What follows belongs to an exercise in optimizing a design on an open flow for small area; a production flow would make more cautious choices. In this exercise RTL edits were held to simulation tests only and were not proved equivalent to the original.

==> build 31 <==
==> flow/design.v <==
module lwe_top (
   input  logic clk_100mhz,
   input  logic sys_rst,
   input  logic uart_rxd,
   input  logic start,
   output logic uart_txd,
   output logic enc_done
);
   localparam logic [9:0] BIT_LAST  = 10'h00c;
   localparam logic [9:0] HALF_LAST = 10'h021;
   localparam logic [1:0] U_IDLE = 2'd0, U_START = 2'd1, U_DATA = 2'd2, U_STOP = 2'd3;
   logic [511:0] ra0, ra1;      
   logic [7:0]   preg;          
   logic [8:0]   phi;
   logic [10:0]  cnt;           
   logic         hold;          
   logic         pend;          
   logic [9:0]   baud;
   logic [1:0]   ust;
   logic         txm;           
   logic         rx_s, start_q;
   logic         waitst, run;
   logic         s0;            
   logic         tpend, tact;   
   logic         aprev;         
   logic         carry;
   logic reg_a, reg_pt, reg_s, reg_b, sat, low2;
   logic [8:0] tgt;
   logic m9, wr_now;
   assign reg_a  = !cnt[10];                   
   assign reg_pt = cnt[10:7] == 4'b1000;       
   assign reg_s  = cnt[10] && !cnt[9] && (cnt[8] ^ cnt[7]);    
   assign reg_b  = cnt[10:7] == 4'b1011;       
   assign sat    = cnt[10:9] == 2'b11;
   assign low2   = cnt[4:1] == 4'd0;           
   assign tgt    = reg_a ? {cnt[7:6], cnt[9:8], cnt[4:0]} : {2'b00, cnt[6:0]};
   assign m9     = phi == tgt;
   assign wr_now = pend && ((reg_a || reg_b) ? m9 : 1'b1);
   logic       tz, a, y, x, tap, cbit, cin;
   logic [1:0] jj, fsum, psum;
   logic       j0;
   assign tz   = phi[3:0] == 4'd0;
   assign jj   = {cnt[8], cnt[6]};
   assign j0   = cnt[8:5] == 4'd4;
   assign a    = cnt[5] ? ra1[0] : ra0[0];
   assign y    = s0 ? a : (aprev && !tz);
   assign x    = (hold | s0) & (hold ^ y);
   always_comb begin
      case (jj)
         2'd0:    tap = ra0[0];
         2'd1:    tap = ra0[384];
         2'd2:    tap = ra0[256];
         default: tap = ra0[128];
      endcase
   end
   assign cbit = j0 ? (preg[0] && phi[3:0] == 4'd10) : tap;
   assign cin  = tz ? hold : carry;             
   assign fsum = 2'(x) + 2'(cbit) + 2'(cin);
   assign psum = 2'(ra1[0]) + 2'(ra0[0]) + 2'(carry && !tz);
   logic         a0_in, a1_in;
   logic [511:0] r0_next;
   assign a0_in = (wr_now && reg_a && !cnt[5]) ? hold
                : (tact && jj == 2'd0) ? fsum[0] : ra0[0];
   assign a1_in = (wr_now && (reg_a && cnt[5] || reg_b)) ? hold
                : run ? psum[0] : ra1[0];
   always_comb begin
      r0_next = {a0_in, ra0[511:1]};
      if (tact && jj == 2'd1) r0_next[383] = fsum[0];
      if (tact && jj == 2'd2) r0_next[255] = fsum[0];
      if (tact && jj == 2'd3) r0_next[127] = fsum[0];
   end
   always_ff @(posedge clk_100mhz) begin
      ra0   <= r0_next;
      ra1   <= {a1_in, ra1[511:1]};
      aprev <= a;
      carry <= tact ? fsum[1] : psum[1];
      if (wr_now && reg_s && cnt[4:0] == 5'd0) s0 <= hold;
      if ((wr_now && reg_pt && low2) || (tact && j0 && phi[3:0] == 4'd15))
         preg <= {hold, preg[7:1]};
   end
   assign enc_done = run && phi == 9'd127;    
   logic [11:0] cc;
   logic [10:0] cnt_inc;
   always_comb begin
      cc[0] = 1'b1;
      for (int i = 0; i < 11; i++) begin
         cnt_inc[i] = cnt[i] ^ cc[i];
         cc[i+1]    = cnt[i] & cc[i] & (i != 6 || !txm);
      end
   end
   logic ev, rx_ev, tx_ev, tx_adv, tx_fin, cnt_en;
   assign ev     = ust != U_IDLE && baud == '1;
   assign rx_ev  = ev && !txm;
   assign tx_ev  = ev && txm;
   assign tx_adv = tx_ev && (ust == U_START || (ust == U_DATA && cnt[2:0] != 3'd0));
   assign tx_fin = tx_ev && ust == U_STOP && cnt[6:0] == 7'd0;    
   assign cnt_en = wr_now || tx_adv;
   always_ff @(posedge clk_100mhz) begin
      if (enc_done || ev)     baud <= BIT_LAST;
      else if (ust == U_IDLE) baud <= HALF_LAST;
      else                    baud <= {baud[8:0], baud[9] ^ baud[6]};
   end
   always_ff @(posedge clk_100mhz) begin
      rx_s  <= uart_rxd;
      if (rx_ev && ust == U_DATA) hold <= rx_s;
      else if (txm && m9)         hold <= ra1[0];    
   end
   always_ff @(posedge clk_100mhz) begin
      if (sys_rst) begin
         phi      <= '0;
         cnt      <= '0;
         pend     <= 1'b0;
         tpend    <= 1'b0;
         tact     <= 1'b0;
         ust      <= U_IDLE;
         txm      <= 1'b0;
         uart_txd <= 1'b1;
         start_q  <= 1'b0;
         waitst   <= 1'b0;
         run      <= 1'b0;
      end else begin
         phi     <= phi + 1'b1;
         start_q <= start;
         if (cnt_en) cnt <= cnt_inc;
         if (start && !start_q && !waitst && !run && !txm) waitst <= 1'b1;
         if (phi == 9'd511 && waitst) begin
            waitst <= 1'b0;
            run    <= 1'b1;
         end
         if (enc_done) run <= 1'b0;
         if (rx_ev && ust == U_DATA) pend <= !sat;
         else if (wr_now)            pend <= 1'b0;
         if (wr_now && reg_s && cnt[4:0] == 5'd1) tpend <= 1'b1;
         if (phi[6:0] == 7'd127) begin
            tact <= 1'b0;
            if (tpend && phi[8:7] == jj - 2'd1) begin
               tpend <= 1'b0;
               tact  <= 1'b1;
            end
         end
         if (enc_done)    txm <= 1'b1;
         else if (tx_fin) txm <= 1'b0;
         if (enc_done)                           uart_txd <= 1'b0;    
         else if (tx_adv)                        uart_txd <= hold;
         else if (tx_ev && ust == U_DATA)        uart_txd <= 1'b1;    
         else if (tx_ev && ust == U_STOP && !tx_fin) uart_txd <= 1'b0;
         if (enc_done) ust <= U_START;
         else if (ust == U_IDLE) begin
            if (!txm && !rx_s) ust <= U_START;
         end else if (ev) begin
            case (ust)
               U_START: ust <= (!txm && rx_s) ? U_IDLE : U_DATA;    
               U_DATA:  if (cnt[2:0] == (txm ? 3'd0 : 3'd7)) ust <= U_STOP;
               default: ust <= (!txm || tx_fin) ? U_IDLE : U_START;
            endcase
         end
      end
   end
endmodule
==> flow/run.sh <==
#!/bin/bash
# synth_recipe.tcl (not shown) runs the flow's synth.tcl, then flattens the netlist and writes it again
# the make line also repeats each setting of config.mk as NAME=value (left out here)
make -C /OpenROAD-flow-scripts/flow DESIGN_CONFIG=/design/flow/config.mk WORK_HOME=/design/flow/orfs CLKGATE_MAP_FILE= SYNTH_SCRIPT=/design/flow/synth_recipe.tcl finish
==> flow/config.mk <==
export PLATFORM = sky130hd
export DESIGN_NAME = lwe_top
export DESIGN_NICKNAME = lwe_top
export VERILOG_FILES = /design/flow/design.v
export SDC_FILE = /design/flow/constraint.sdc
export NUM_CORES = 4
export LEC_CHECK = 0
export CAP_MARGIN = 20
export CORE_MARGIN = 2
export CORE_UTILIZATION = 70
export CTS_BUF_LIST = sky130_fd_sc_hd__clkbuf_8
export CTS_CLUSTER_DIAMETER = 60
export CTS_CLUSTER_SIZE = 22
export SLEW_MARGIN = 20
==> flow/constraint.sdc <==
create_clock -name core_clock -period 10.0 [get_ports {clk_100mhz}]
set_input_delay 2.0000 -clock core_clock [delete_from_list [all_inputs] [get_ports {clk_100mhz}]]
set_output_delay 2.0000 -clock core_clock [all_outputs]
set_load 0.01 [all_outputs]
==> trial 14: changes against build 31 <==
==> flow/design.v, changed modules only <==
module lwe_top (
   input  logic clk_100mhz,
   input  logic sys_rst,
   input  logic uart_rxd,
   input  logic start,
   output logic uart_txd,
   output logic enc_done
);
   localparam logic [9:0] BIT_LAST  = 10'h00c;
   localparam logic [9:0] HALF_LAST = 10'h021;
   localparam logic [1:0] U_IDLE = 2'd0, U_START = 2'd1, U_DATA = 2'd2, U_STOP = 2'd3;
   logic [511:0] ra0, ra1;      
   logic [7:0]   preg;          
   logic [8:0]   phi;
   logic [10:0]  cnt;           
   logic         hold;          
   logic         pend;          
   logic [9:0]   baud;
   logic [1:0]   ust;
   logic         txm;           
   logic         rx_s, start_q;
   logic         waitst, run;
   logic         s0;            
   logic         tpend, tflag;  
   logic         tact;          
   logic         aprev;         
   logic         carry;
   logic reg_a, reg_pt, reg_s, reg_b, sat, low2;
   logic [8:0] tgt;
   logic m9, wr_now;
   assign reg_a  = !cnt[10];                   
   assign reg_pt = cnt[10:7] == 4'b1000;       
   assign reg_s  = cnt[10] && !cnt[9] && (cnt[8] ^ cnt[7]);    
   assign reg_b  = cnt[10:7] == 4'b1011;       
   assign sat    = cnt[10:9] == 2'b11;
   assign low2   = cnt[4:1] == 4'd0;           
   assign tgt    = reg_a ? {cnt[7:6], cnt[9:8], cnt[4:0]} : {2'b11, cnt[6:0]};
   assign m9     = phi == tgt;
   assign wr_now = pend && ((reg_a || reg_b) ? m9 : 1'b1);
   logic       tz, a, y, x, cbit, cin, p, q;
   logic [1:0] jj, sum;
   logic       j0;
   assign tz   = phi[3:0] == 4'd0;
   assign jj   = {cnt[8], cnt[6]};
   assign j0   = cnt[8:5] == 4'd4;
   assign a    = cnt[5] ? ra1[0] : ra0[0];
   assign y    = s0 ? a : (aprev && !tz);
   assign x    = (hold | s0) & (hold ^ y);
   assign cbit = j0 ? (preg[0] && phi[3:0] == 4'd10) : cnt[5] ? ra0[0] : ra1[384];
   assign tact = tflag && phi[8:7] == jj;
   assign p    = tact ? x : ra1[0];
   assign q    = tact ? cbit : ra0[0];
   assign cin  = tz ? (tact && hold) : carry;   
   assign sum  = 2'(p) + 2'(q) + 2'(cin);
   logic a0_in, a1_in;
   assign a0_in = (wr_now && (reg_a && !cnt[5] || reg_b)) ? hold
                : ((tact && !cnt[5]) || run) ? sum[0] : ra0[0];
   assign a1_in = (wr_now && reg_a && cnt[5]) ? hold
                : (tact && cnt[5]) ? sum[0] : ra1[0];
   always_ff @(posedge clk_100mhz) begin
      ra0   <= {a0_in, ra0[511:1]};
      ra1   <= {a1_in, ra1[511:1]};
      aprev <= a;
      carry <= sum[1];
      if (wr_now && reg_s && cnt[4:0] == 5'd0) s0 <= hold;
      if ((wr_now && reg_pt && low2) || (tact && j0 && phi[3:0] == 4'd15))
         preg <= {hold, preg[7:1]};
   end
   assign enc_done = run && phi == 9'd511;    
   logic [11:0] cc;
   logic [10:0] cnt_inc;
   always_comb begin
      cc[0] = 1'b1;
      for (int i = 0; i < 11; i++) begin
         cnt_inc[i] = cnt[i] ^ cc[i];
         cc[i+1]    = cnt[i] & cc[i] & (i != 6 || !txm);
      end
   end
   logic ev, rx_ev, tx_ev, tx_adv, tx_fin, cnt_en;
   assign ev     = ust != U_IDLE && baud == '1;
   assign rx_ev  = ev && !txm;
   assign tx_ev  = ev && txm;
   assign tx_adv = tx_ev && (ust == U_START || (ust == U_DATA && cnt[2:0] != 3'd0));
   assign tx_fin = tx_ev && ust == U_STOP && cnt[6:0] == 7'd0;    
   assign cnt_en = wr_now || tx_adv;
   always_ff @(posedge clk_100mhz) begin
      if (enc_done || ev)     baud <= BIT_LAST;
      else if (ust == U_IDLE) baud <= HALF_LAST;
      else                    baud <= {baud[8:0], baud[9] ^ baud[6]};
   end
   always_ff @(posedge clk_100mhz) begin
      rx_s  <= uart_rxd;
      if (rx_ev && ust == U_DATA) hold <= rx_s;
      else if (txm && m9)         hold <= ra0[0];    
   end
   always_ff @(posedge clk_100mhz) begin
      if (sys_rst) begin
         phi      <= '0;
         cnt      <= '0;
         pend     <= 1'b0;
         tpend    <= 1'b0;
         tflag    <= 1'b0;
         ust      <= U_IDLE;
         txm      <= 1'b0;
         uart_txd <= 1'b1;
         start_q  <= 1'b0;
         waitst   <= 1'b0;
         run      <= 1'b0;
      end else begin
         phi     <= phi + 1'b1;
         start_q <= start;
         if (cnt_en) cnt <= cnt_inc;
         if (start && !start_q && !waitst && !run && !txm) waitst <= 1'b1;
         if (phi == 9'd383 && waitst) begin
            waitst <= 1'b0;
            run    <= 1'b1;
         end
         if (enc_done) run <= 1'b0;
         if (rx_ev && ust == U_DATA) pend <= !sat;
         else if (wr_now)            pend <= 1'b0;
         if (wr_now && reg_s && cnt[4:0] == 5'd1) tpend <= 1'b1;
         if (phi[6:0] == 7'd127) begin
            if (tact) tflag <= 1'b0;
            else if (tpend) begin
               tpend <= 1'b0;
               tflag <= 1'b1;
            end
         end
         if (enc_done)    txm <= 1'b1;
         else if (tx_fin) txm <= 1'b0;
         if (enc_done)                           uart_txd <= 1'b0;    
         else if (tx_adv)                        uart_txd <= hold;
         else if (tx_ev && ust == U_DATA)        uart_txd <= 1'b1;    
         else if (tx_ev && ust == U_STOP && !tx_fin) uart_txd <= 1'b0;
         if (enc_done) ust <= U_START;
         else if (ust == U_IDLE) begin
            if (!txm && !rx_s) ust <= U_START;
         end else if (ev) begin
            case (ust)
               U_START: ust <= (!txm && rx_s) ? U_IDLE : U_DATA;    
               U_DATA:  if (cnt[2:0] == (txm ? 3'd0 : 3'd7)) ust <= U_STOP;
               default: ust <= (!txm || tx_fin) ? U_IDLE : U_START;
            endcase
         end
      end
   end
endmodule
--- a/flow/config.mk
+++ b/flow/config.mk
@@ -8,7 +8,8 @@
 export CAP_MARGIN = 20
 export CORE_MARGIN = 2
-export CORE_UTILIZATION = 70
+export CORE_UTILIZATION = 80
 export CTS_BUF_LIST = sky130_fd_sc_hd__clkbuf_8
-export CTS_CLUSTER_DIAMETER = 60
-export CTS_CLUSTER_SIZE = 22
+export CTS_CLUSTER_DIAMETER = 50
+export CTS_CLUSTER_SIZE = 24
+export PLACE_DENSITY = 0.8
 export SLEW_MARGIN = 20
==> summary of the runs <==
- Trial 14 never finished: it broke off in detailed placement (3_5_place_dp), error DPL-0033. Build 31 finished with timing, DRC and antenna clean.
- Area after synthesis: build 31 is larger than trial 14 (about 0.35%).
- In build 31 the synthesized cell count is higher than in trial 14, by 0.38%.

port drivers added, routing unchanged:
How much do the figures lean on ideal ports? The routed layout below was timed once more, with nothing changed but the port constraints. Step 1, drivers: a clkbuf_16 drives clk_100mhz and a buf_2 each remaining input, both assumed. Step 2, shift: input delay + t, output delay - t, t = (earliest + latest rising clock arrival at the registers) / 2. This alone moves slack from input paths to output paths. Three values: ideal, step 1, step 2; two values: the first two.
run: build 31
shift t [ns]: 0.704
slack for setup (ns): 5.380 / 5.330 / 6.034
worst register clock-pin slew, ns: 0.12 / 0.12
worst data-port slew with drivers (ns): 0.03
After both steps setup and hold are still met in build 31. For build 31, drivers alone change the setup slack by -0.050 ns; drivers and shift together by +0.654 ns.
